What follows belongs to an exercise in optimizing a design on an open flow for a short achievable clock period and few clock cycles; a production flow would make more cautious choices.
Function was checked by simulation only, so behaviour that the tests miss may differ from the original.

==> v7: inputs <==
// rvCore
module rvCore (
	input  logic           clk,
	input  logic           rstN,
	input  rvIsaPkg::wordT InstrData,
	input  rvIsaPkg::wordT MemData,
	output rvIsaPkg::addrT PC,
	output rvIsaPkg::addrT RWAddress,
	output rvIsaPkg::wordT WriteData,
	output logic           MemRead,
	output logic           MemWrite
);
export LEC_CHECK = 0
export CAP_MARGIN = 20
export CORE_MARGIN = 2
export CORE_UTILIZATION = 40
export PLACE_DENSITY = 0.6
export SETUP_SLACK_MARGIN = 4
export SLEW_MARGIN = 20
create_clock -name core_clock -period 7.0 [get_ports {clk}]
standard.sh (not shown) runs the stock make flow with config.mk's settings and CLKGATE_MAP_FILE= SYNTH_SCRIPT=/design/flow/synth_recipe.tcl, a recipe that flattens the netlist after the stock synthesis.
==> flow/flow/run.sh <==
#!/bin/bash
# Own layout flow: the standard ORFS flow (standard.sh: same synthesis
# script, same registers) with extra make settings:
#   ADDER_MAP_FILE=        adders are left to abc as plain gates instead of the
#                          platform's slow full/half-adder cells
#   MATCH_CELL_FOOTPRINT=0 the resizer may swap a cell for a faster one of
#                          another footprint
#   BUFFER_PORTS_ARGS      the port buffers are plain buf_4 cells rather than
#                          the delay cells buffer_ports picks by default
#   DONT_USE_CELLS         the platform's list plus slow cells (wide or/nor/and,
#                          maj3, and the non-inverting and-or / or-and cells),
#                          so abc maps to fast inverting gates
# Each step's full output is in orfs/logs/; make's own output is in flow.log.
set -euo pipefail
PLATFORM_DONT_USE="sky130_fd_sc_hd__probe_p_8 sky130_fd_sc_hd__probec_p_8 sky130_fd_sc_hd__lpflow_bleeder_1 sky130_fd_sc_hd__lpflow_clkbufkapwr_1 sky130_fd_sc_hd__lpflow_clkbufkapwr_16 sky130_fd_sc_hd__lpflow_clkbufkapwr_2 sky130_fd_sc_hd__lpflow_clkbufkapwr_4 sky130_fd_sc_hd__lpflow_clkbufkapwr_8 sky130_fd_sc_hd__lpflow_clkinvkapwr_1 sky130_fd_sc_hd__lpflow_clkinvkapwr_16 sky130_fd_sc_hd__lpflow_clkinvkapwr_2 sky130_fd_sc_hd__lpflow_clkinvkapwr_4 sky130_fd_sc_hd__lpflow_clkinvkapwr_8 sky130_fd_sc_hd__lpflow_decapkapwr_12 sky130_fd_sc_hd__lpflow_decapkapwr_3 sky130_fd_sc_hd__lpflow_decapkapwr_4 sky130_fd_sc_hd__lpflow_decapkapwr_6 sky130_fd_sc_hd__lpflow_decapkapwr_8 sky130_fd_sc_hd__lpflow_inputiso0n_1 sky130_fd_sc_hd__lpflow_inputiso0p_1 sky130_fd_sc_hd__lpflow_inputiso1n_1 sky130_fd_sc_hd__lpflow_inputiso1p_1 sky130_fd_sc_hd__lpflow_inputisolatch_1 sky130_fd_sc_hd__lpflow_isobufsrc_1 sky130_fd_sc_hd__lpflow_isobufsrc_16 sky130_fd_sc_hd__lpflow_isobufsrc_2 sky130_fd_sc_hd__lpflow_isobufsrc_4 sky130_fd_sc_hd__lpflow_isobufsrc_8 sky130_fd_sc_hd__lpflow_isobufsrckapwr_16 sky130_fd_sc_hd__lpflow_lsbuf_lh_hl_isowell_tap_1 sky130_fd_sc_hd__lpflow_lsbuf_lh_hl_isowell_tap_2 sky130_fd_sc_hd__lpflow_lsbuf_lh_hl_isowell_tap_4 sky130_fd_sc_hd__lpflow_lsbuf_lh_isowell_4 sky130_fd_sc_hd__lpflow_lsbuf_lh_isowell_tap_1 sky130_fd_sc_hd__lpflow_lsbuf_lh_isowell_tap_2 sky130_fd_sc_hd__lpflow_lsbuf_lh_isowell_tap_4"
SLOW=" sky130_fd_sc_hd__or3_1 sky130_fd_sc_hd__or3_2 sky130_fd_sc_hd__or3_4 sky130_fd_sc_hd__or3b_1 sky130_fd_sc_hd__or3b_2 sky130_fd_sc_hd__or3b_4 sky130_fd_sc_hd__or4_1 sky130_fd_sc_hd__or4_2 sky130_fd_sc_hd__or4_4 sky130_fd_sc_hd__or4b_1 sky130_fd_sc_hd__or4b_2 sky130_fd_sc_hd__or4b_4 sky130_fd_sc_hd__or4bb_1 sky130_fd_sc_hd__or4bb_2 sky130_fd_sc_hd__or4bb_4 sky130_fd_sc_hd__nor4_1 sky130_fd_sc_hd__nor4_2 sky130_fd_sc_hd__nor4_4 sky130_fd_sc_hd__nor4b_1 sky130_fd_sc_hd__nor4b_2 sky130_fd_sc_hd__nor4b_4 sky130_fd_sc_hd__nor4bb_1 sky130_fd_sc_hd__nor4bb_2 sky130_fd_sc_hd__nor4bb_4 sky130_fd_sc_hd__and4_1 sky130_fd_sc_hd__and4_2 sky130_fd_sc_hd__and4_4 sky130_fd_sc_hd__and4b_1 sky130_fd_sc_hd__and4b_2 sky130_fd_sc_hd__and4b_4 sky130_fd_sc_hd__and4bb_1 sky130_fd_sc_hd__and4bb_2 sky130_fd_sc_hd__and4bb_4 sky130_fd_sc_hd__maj3_1 sky130_fd_sc_hd__maj3_2 sky130_fd_sc_hd__maj3_4 sky130_fd_sc_hd__a2111o_1 sky130_fd_sc_hd__a2111o_2 sky130_fd_sc_hd__a2111o_4 sky130_fd_sc_hd__o2111a_1 sky130_fd_sc_hd__o2111a_2 sky130_fd_sc_hd__o2111a_4 sky130_fd_sc_hd__a2111oi_0 sky130_fd_sc_hd__a2111oi_1 sky130_fd_sc_hd__a2111oi_2 sky130_fd_sc_hd__a2111oi_4 sky130_fd_sc_hd__o2111ai_1 sky130_fd_sc_hd__o2111ai_2 sky130_fd_sc_hd__o2111ai_4 sky130_fd_sc_hd__a2111o_1 sky130_fd_sc_hd__a2111o_2 sky130_fd_sc_hd__a2111o_4 sky130_fd_sc_hd__a211o_1 sky130_fd_sc_hd__a211o_2 sky130_fd_sc_hd__a211o_4 sky130_fd_sc_hd__a21bo_1 sky130_fd_sc_hd__a21bo_2 sky130_fd_sc_hd__a21bo_4 sky130_fd_sc_hd__a21o_1 sky130_fd_sc_hd__a21o_2 sky130_fd_sc_hd__a21o_4 sky130_fd_sc_hd__a221o_1 sky130_fd_sc_hd__a221o_2 sky130_fd_sc_hd__a221o_4 sky130_fd_sc_hd__a22o_1 sky130_fd_sc_hd__a22o_2 sky130_fd_sc_hd__a22o_4 sky130_fd_sc_hd__a2bb2o_1 sky130_fd_sc_hd__a2bb2o_2 sky130_fd_sc_hd__a2bb2o_4 sky130_fd_sc_hd__a311o_1 sky130_fd_sc_hd__a311o_2 sky130_fd_sc_hd__a311o_4 sky130_fd_sc_hd__a31o_1 sky130_fd_sc_hd__a31o_2 sky130_fd_sc_hd__a31o_4 sky130_fd_sc_hd__a32o_1 sky130_fd_sc_hd__a32o_2 sky130_fd_sc_hd__a32o_4 sky130_fd_sc_hd__a41o_1 sky130_fd_sc_hd__a41o_2 sky130_fd_sc_hd__a41o_4 sky130_fd_sc_hd__o2111a_1 sky130_fd_sc_hd__o2111a_2 sky130_fd_sc_hd__o2111a_4 sky130_fd_sc_hd__o211a_1 sky130_fd_sc_hd__o211a_2 sky130_fd_sc_hd__o211a_4 sky130_fd_sc_hd__o21a_1 sky130_fd_sc_hd__o21a_2 sky130_fd_sc_hd__o21a_4 sky130_fd_sc_hd__o21ba_1 sky130_fd_sc_hd__o21ba_2 sky130_fd_sc_hd__o21ba_4 sky130_fd_sc_hd__o221a_1 sky130_fd_sc_hd__o221a_2 sky130_fd_sc_hd__o221a_4 sky130_fd_sc_hd__o22a_1 sky130_fd_sc_hd__o22a_2 sky130_fd_sc_hd__o22a_4 sky130_fd_sc_hd__o2bb2a_1 sky130_fd_sc_hd__o2bb2a_2 sky130_fd_sc_hd__o2bb2a_4 sky130_fd_sc_hd__o311a_1 sky130_fd_sc_hd__o311a_2 sky130_fd_sc_hd__o311a_4 sky130_fd_sc_hd__o31a_1 sky130_fd_sc_hd__o31a_2 sky130_fd_sc_hd__o31a_4 sky130_fd_sc_hd__o32a_1 sky130_fd_sc_hd__o32a_2 sky130_fd_sc_hd__o32a_4 sky130_fd_sc_hd__o41a_1 sky130_fd_sc_hd__o41a_2 sky130_fd_sc_hd__o41a_4"
EXTRA="ADDER_MAP_FILE= MATCH_CELL_FOOTPRINT=0"
sed "s#CLKGATE_MAP_FILE= #CLKGATE_MAP_FILE= ${EXTRA} #" standard.sh > own_standard.sh
grep -q "MATCH_CELL_FOOTPRINT=0" own_standard.sh
bash own_standard.sh "DONT_USE_CELLS=${PLATFORM_DONT_USE} ${SLOW}" \
	"BUFFER_PORTS_ARGS=-buffer_cell sky130_fd_sc_hd__buf_4" finish > flow.log 2>&1
test -f out/final.def
==> v29 (differences from v7) <==
--- a/flow/design.v
+++ b/flow/design.v
@@ -110,56 +110,85 @@
 	logic [31:0] dInstr;
 	logic [31:2] dPc;
 	logic [31:2] dPc4;    
 	logic [13:2] dLowB;   
 	logic        dPred;
 	logic [31:1] dSel1, dSel2;   
+	logic [31:1] dSel1n, dSel2n;
+	logic        dIsOne1;        
+	logic [31:1] fSel1;
+	logic [31:0] mData;
 	logic        eRegWrite, eIsLoad, eIsStore, eMisEq, eMisNe;
+	logic        eMisEqN, eMisNeN;   
 	logic [4:0]  eRd;
 	logic        eOpAdd, eOpSub, eOpAnd, eOpOr, eOpXor, eOpSlt;
 	logic [31:0] eA, eB, eS;
 	logic        eSL;   
+	logic        eSM;   
 	logic [31:2] eAltPc;
 	logic        mRegWrite, mIsLoad, mIsStore;
+	logic        mReadN;         
+	logic [31:1] mWe;            
 	logic [4:0]  mRd;
 	logic [31:0] mAlu, mStore;
 	logic [31:0] regs [1:31];
 	logic        mispred;     
+	logic        mispredHi;   
 	logic        mispredD;    
 	logic        sumZero;
 	logic [31:2] dAltPc;
 	logic        stall;
 	logic [31:0] res;
 	logic        fIsJal, fPredBr, fSignJ;
+	logic        dAddKnown, dAddZero;
+	logic [31:1] regIsOne;   
+	logic [4:0]  dRs1, dRs2, dRd;
 	logic [21:2] fLowJ;
 	logic [13:2] fLowB;
 	logic [31:21] fHiJ;
 	logic [31:13] fHiB;
 	logic [31:2] fTgtJ, fTgtB, fSeq, fNext;
 	assign fIsJal  = InstrData[6] & InstrData[2];
-	assign fPredBr = InstrData[6] & ~InstrData[2] & InstrData[31];
+	always_comb begin
+		for (int k = 1; k < 32; k++) begin
+			fSel1[k] = (InstrData[19:15] == 5'(k));
+		end
+	end
+	logic        fMatch;
+	assign fMatch  = dAddKnown
+		&& (((InstrData[19:15] == dRd) && (InstrData[24:20] == 5'd0))
+		|| ((InstrData[24:20] == dRd) && (InstrData[19:15] == 5'd0)));
+	assign fPredBr = InstrData[6] & ~InstrData[2] & (fMatch ? (dAddZero ^ InstrData[12]) : InstrData[31]);
 	assign fSignJ  = InstrData[31];
 	assign fLowJ = {1'b0, pcF[20:2]} + {1'b0, InstrData[31], InstrData[19:12], InstrData[20], InstrData[30:22]};
 	assign fLowB = {1'b0, pcF[12:2]} + {1'b0, InstrData[31], InstrData[7], InstrData[30:25], InstrData[11:9]};
 	assign fHiJ  = (fSignJ == fLowJ[21]) ? pcF[31:21] : fSignJ ? (pcF[31:21] - 11'd1) : (pcF[31:21] + 11'd1);
-	assign fHiB  = fLowB[13] ? pcF[31:13] : (pcF[31:13] - 19'd1);
+	assign fHiB  = (InstrData[31] == fLowB[13]) ? pcF[31:13] : InstrData[31] ? (pcF[31:13] - 19'd1) : (pcF[31:13] + 19'd1);
 	assign fTgtJ = {fHiJ, fLowJ[20:2]};
 	assign fTgtB = {fHiB, fLowB[12:2]};
 	assign fSeq  = pcF + 30'd1;
 	assign fNext = fIsJal ? fTgtJ : fPredBr ? fTgtB : fSeq;
-	always_ff @(posedge clk) begin
-		if (!rstN) begin
-			pcF <= '0;
-		end else if (mispred) begin
-			pcF <= eAltPc;
-		end else if (mispredD) begin
-			pcF <= dAltPc;
-		end else if (!stall) begin
-			pcF <= fNext;
+	logic [31:2] pcNext;
+	always_comb begin
+		for (int p = 2; p < 32; p++) begin
+			if (!rstN) begin
+				pcNext[p] = 1'b0;
+			end else if ((p >= 17) ? mispredHi : mispred) begin
+				pcNext[p] = eAltPc[p];
+			end else if (mispredD) begin
+				pcNext[p] = dAltPc[p];
+			end else if (stall) begin
+				pcNext[p] = pcF[p];
+			end else begin
+				pcNext[p] = fNext[p];
+			end
 		end
 	end
+	always_ff @(posedge clk) begin
+		pcF    <= pcNext;
+	end
 	assign PC = {pcF, 2'b00};
 	always_ff @(posedge clk) begin
 		if (!rstN || mispred || mispredD) begin
 			dValid <= 1'b0;
 		end else if (!stall) begin
 			dValid <= 1'b1;
@@ -167,24 +196,31 @@
 		if (!stall) begin
 			dInstr <= InstrData;
 			dPred  <= fPredBr;
 			dPc    <= pcF;
 			dPc4   <= fSeq;
 			dLowB  <= fLowB;
-			for (int k = 1; k < 32; k++) begin
-				dSel1[k] <= (InstrData[19:15] == 5'(k));
-				dSel2[k] <= (InstrData[24:20] == 5'(k));
-			end
+			dIsOne1 <= (mRegWrite && (mRd == InstrData[19:15])) ? (mData == 32'd1)
+				: |(fSel1 & regIsOne);
+		end
+	end
+	logic [4:0] fRs1, fRs2;
+	assign fRs1 = stall ? dInstr[19:15] : InstrData[19:15];
+	assign fRs2 = stall ? dInstr[24:20] : InstrData[24:20];
+	always_ff @(posedge clk) begin
+		for (int k = 1; k < 32; k++) begin
+			dSel1[k]  <= (fRs1 == 5'(k));
+			dSel2[k]  <= (fRs2 == 5'(k));
+			dSel1n[k] <= !(fRs1 == 5'(k));
+			dSel2n[k] <= !(fRs2 == 5'(k));
 		end
 	end
 	logic        dIsJal, dIsBr, dIsAlu, dIsAluR, dIsLoad, dIsStore;
-	logic [4:0]  dRs1, dRs2, dRd;
 	logic [2:0]  dF3;
 	logic        dUseImm, dRegWrite;
 	logic [31:0] dImmI, dImmS;
-	logic [31:0] mData;
 	logic [31:0] rf1, rf2, dV1, dV2;
 	logic        dHitE1, dHitE2, dHitM1, dHitM2;
 	logic        dLive;
 	assign dIsJal   = dInstr[6] & dInstr[2];
 	assign dIsBr    = dInstr[6] & ~dInstr[2];
 	assign dIsAlu   = ~dInstr[6] & dInstr[4];
@@ -194,32 +230,38 @@
 	assign dRd  = dInstr[11:7];
 	assign dRs1 = dInstr[19:15];
 	assign dRs2 = dInstr[24:20];
 	assign dF3  = dInstr[14:12];
 	assign dImmI = {{20{dInstr[31]}}, dInstr[31:20]};
 	assign dImmS = {{20{dInstr[31]}}, dInstr[31:25], dInstr[11:7]};
+	assign dAddKnown = dValid && dIsAlu && !dIsAluR && (dF3 == 3'b000) && (dInstr[31:20] == 12'hFFF)
+		&& (dRd != 5'd0) && !dHitE1 && !dHitM1;
+	assign dAddZero  = dIsOne1;
 	assign stall     = dValid && eIsLoad && (dHitE1 || (dHitE2 && !dUseImm));
 	assign dLive     = dValid && !mispred && !stall;
 	logic [31:13] dHiB;
 	logic [31:2]  dTgtB;
 	assign dHiB   = (dInstr[31] == dLowB[13]) ? dPc[31:13] : dInstr[31] ? (dPc[31:13] - 19'd1) : (dPc[31:13] + 19'd1);
 	assign dTgtB  = {dHiB, dLowB[12:2]};
 	assign dAltPc = dPred ? dPc4 : dTgtB;
 	logic        dEarly;
 	assign dEarly = dValid && dIsBr && eRegWrite && eOpAdd && !eIsLoad
 		&& (((eRd == dRs1) && (dRs2 == 5'd0)) || ((eRd == dRs2) && (dRs1 == 5'd0)));
-	assign mispredD = !mispred && dEarly && ((sumZero ^ dF3[0]) != dPred);
+	logic        dMisZ, dMisNz;
+	assign dMisZ    = dEarly && (dF3[0] == dPred);
+	assign dMisNz   = dEarly && (dF3[0] != dPred);
+	assign mispredD = sumZero ? dMisZ : dMisNz;
 	assign dUseImm   = (dIsAlu & ~dIsAluR) | dIsLoad | dIsStore;
 	assign dRegWrite = (dIsAlu | dIsLoad | dIsJal) && (dRd != 5'd0);
 	assign mData = mIsLoad ? MemData : mAlu;
 	always_comb begin
 		rf1 = '0;
 		rf2 = '0;
 		for (int k = 1; k < 32; k++) begin
-			rf1 = rf1 | ({32{dSel1[k]}} & regs[k]);
-			rf2 = rf2 | ({32{dSel2[k]}} & regs[k]);
+			rf1 = rf1 | ({{16{!dSel1n[k]}}, {16{dSel1[k]}}} & regs[k]);
+			rf2 = rf2 | ({{16{!dSel2n[k]}}, {16{dSel2[k]}}} & regs[k]);
 		end
 	end
 	assign dHitM1 = mRegWrite && (mRd == dRs1);
 	assign dHitM2 = mRegWrite && (mRd == dRs2);
 	assign dV1 = dHitM1 ? mData : rf1;
 	assign dV2 = dHitM2 ? mData : rf2;
@@ -229,18 +271,22 @@
 		if (!rstN) begin
 			eRegWrite <= 1'b0;
 			eIsLoad   <= 1'b0;
 			eIsStore  <= 1'b0;
 			eMisEq    <= 1'b0;
 			eMisNe    <= 1'b0;
+			eMisEqN   <= 1'b1;
+			eMisNeN   <= 1'b1;
 		end else begin
 			eRegWrite <= dLive && dRegWrite;
 			eIsLoad   <= dLive && dIsLoad;
 			eIsStore  <= dLive && dIsStore;
 			eMisEq    <= dLive && dIsBr && !dEarly && (dF3[0] == dPred);
 			eMisNe    <= dLive && dIsBr && !dEarly && (dF3[0] != dPred);
+			eMisEqN   <= !(dLive && dIsBr && !dEarly && (dF3[0] == dPred));
+			eMisNeN   <= !(dLive && dIsBr && !dEarly && (dF3[0] != dPred));
 		end
 	end
 	always_ff @(posedge clk) begin
 		eRd    <= dRd;
 		eAltPc <= dAltPc;
 		eOpSub <= dIsAluR && dInstr[30] && (dF3 == 3'b000);
@@ -248,57 +294,82 @@
 		eOpSlt <= dIsAlu && (dF3 == 3'b010);
 		eOpXor <= dIsAlu && (dF3 == 3'b100);
 		eOpOr  <= dIsAlu && (dF3 == 3'b110);
 		eOpAnd <= dIsAlu && (dF3 == 3'b111);
 		eA  <= dIsJal ? {dPc4, 2'b00} : !dHitE1 ? dV1 : res;
 		eB  <= dIsJal ? 32'd0 : dUseImm ? (dIsStore ? dImmS : dImmI) : !dHitE2 ? dV2 : res;
-		eS  <= !dHitE2 ? dV2 : eIsLoad ? 32'd0 : res;
+		eS  <= dV2;
 		eSL <= dHitE2 && eIsLoad;
+		eSM <= dHitE2 && !eIsLoad;
 	end
 	logic [31:0] opA, opB, opS;
 	logic        lt, eq;
 	assign opA = eA;
 	assign opB = eB;
-	assign opS = eS | ({32{eSL}} & MemData);
+	assign opS = eSL ? MemData : eSM ? mAlu : eS;
 	logic [31:0] hAdd, cAdd, hSub, cSub;
-	logic        coAdd, coSub, coLt;
-	logic [31:0] hLt, cLt;
+	logic        coAdd, coSub;
 	rvPrefixAdd addU (.a(opA), .b(opB), .cin(1'b0), .h(hAdd), .c(cAdd), .cout(coAdd));
 	rvPrefixAdd subU (.a(opA), .b(~opB), .cin(1'b1), .h(hSub), .c(cSub), .cout(coSub));
-	rvPrefixAdd ltU (.a({~opA[31], opA[30:0]}), .b({opB[31], ~opB[30:0]}), .cin(1'b1),
-		.h(hLt), .c(cLt), .cout(coLt));
-	assign lt = !coLt;
+	assign lt = (opA[31] != opB[31]) ? opA[31] : (hSub[31] ^ cSub[31]);
 	assign eq = (opA == opB);
-	assign res = (({32{eOpAdd}} & hAdd) ^ ({32{eOpAdd}} & cAdd))
-		| (({32{eOpSub}} & hSub) ^ ({32{eOpSub}} & cSub))
-		| ({32{eOpAnd}} & (opA & opB))
+	logic [31:0] addOne, addZero, subOne, subZero;
+	assign addOne  = {32{eOpAdd}} & ~hAdd;
+	assign addZero = {32{eOpAdd}} & hAdd;
+	assign subOne  = {32{eOpSub}} & ~hSub;
+	assign subZero = {32{eOpSub}} & hSub;
+	logic [31:0] resLogic;
+	always_comb begin
+		for (int i = 0; i < 32; i++) begin
+			res[i] = (cAdd[i] ? addOne[i] : addZero[i]) | (cSub[i] ? subOne[i] : subZero[i]) | resLogic[i];
+		end
+	end
+	assign resLogic = ({32{eOpAnd}} & (opA & opB))
 		| ({32{eOpOr}}  & (opA | opB))
 		| ({32{eOpXor}} & (opA ^ opB))
 		| {31'b0, eOpSlt & lt};
-	assign mispred = eq ? eMisEq : eMisNe;
+	assign mispred   = eq ? eMisEq : eMisNe;
+	assign mispredHi = eq ? !eMisEqN : !eMisNeN;
 	assign sumZero = ((opA ^ opB) == {opA[30:0] | opB[30:0], 1'b0});
 	always_ff @(posedge clk) begin
 		if (!rstN) begin
 			mRegWrite <= 1'b0;
 			mIsLoad   <= 1'b0;
+			mReadN    <= 1'b1;
+			mWe       <= '0;
 			mIsStore  <= 1'b0;
 		end else begin
 			mRegWrite <= eRegWrite;
 			mIsLoad   <= eIsLoad;
+			mReadN    <= !eIsLoad;
+			for (int k = 1; k < 32; k++) begin
+				mWe[k] <= eRegWrite && (eRd == 5'(k));
+			end
 			mIsStore  <= eIsStore;
 		end
 	end
 	always_ff @(posedge clk) begin
 		mRd    <= eRd;
 		mAlu   <= res;
 		mStore <= opS;
 	end
 	assign RWAddress = mAlu;
 	assign WriteData = mStore;
-	assign MemRead   = mIsLoad;
+	assign MemRead   = !mReadN;
 	assign MemWrite  = mIsStore;
 	always_ff @(posedge clk) begin
-		if (mRegWrite) begin
-			regs[mRd] <= mData;
+		for (int k = 1; k < 32; k++) begin
+			if (mWe[k]) begin
+				regs[k] <= mData;
+			end
+		end
+	end
+	always_ff @(posedge clk) begin
+		for (int k = 1; k < 32; k++) begin
+			if (!rstN) begin
+				regIsOne[k] <= 1'b0;
+			end else if (mWe[k]) begin
+				regIsOne[k] <= (mData == 32'd1);
+			end
 		end
 	end
 endmodule
==> summary.txt <==
| quantity | v7 | v29 |
|---|---|---|
| Clock network area share | 0.0637 | 0.0611 |
| Area grow syn2layout | 20.6% | 20.9% |
| Largest stage delay on the critical path | 380 ps | 660 ps |
| Number of cells after detailed placement | 7502 | 8418 |
| Detailed-route wire length on metal 1 | 109000 µm | 119000 µm |
| Final routed wirelength across all metal layers | 311000 µm | 345000 µm |
| Seq/total area | 0.511 | 0.495 |
| Starting density of the core | 0.401 | 0.404 |
| Area of the multi-input gates | 25200 µm² | 27200 µm² |
| GP Congestion | 0.977 | 1.03 |
| Worst-skew pair later-pin latency | 820 ps | 830 ps |
| Run status | timing/DRC/antenna clean | timing/DRC/antenna clean |
| Average wire per cell in the routed design | 38.8 µm | 38.3 µm |
| Number of vias after detailed routing | 58200 | 63100 |
| Post-route worst hold slack | 394 ps | 436 ps |
Testbench counts of v7, summed over its fixed seeds: cycles 148,417.
Testbench counts of v29, summed over its fixed seeds: cycles 145,478.

-- separate check: timing with driven ports --
In the flow no input, the clock included, has a driving cell. The finished layouts below were timed again as built, in two steps.
Step 1 assumes that a clkbuf_16 drives the clock port and a buf_2 every other input.
Step 2 adds t to the input delays and takes it off the output delays; t is the mean of the earliest and latest rising clock arrival at the registers after step 1. Input paths then give back, and output paths get back, about the clock's delay inside the block.
Slacks: ideal / step 1 / step 2; pairs: ideal / step 1.
run | t, ns | slack for setup (ns) | latest minus earliest clock arrival (ns) | worst data-port slew with drivers (ns)
v7 | 0.891 | 3.754 / 3.754 / 2.949 | 0.039 / 0.039 | 0.06
v29 | 0.905 | 3.633 / 3.633 / 2.850 | 0.045 / 0.045 | 0.12
After both steps setup and hold are still met in every run listed. For v7, which loses most, drivers alone change the setup slack by 0.000 ns; drivers and shift together by -0.805 ns.
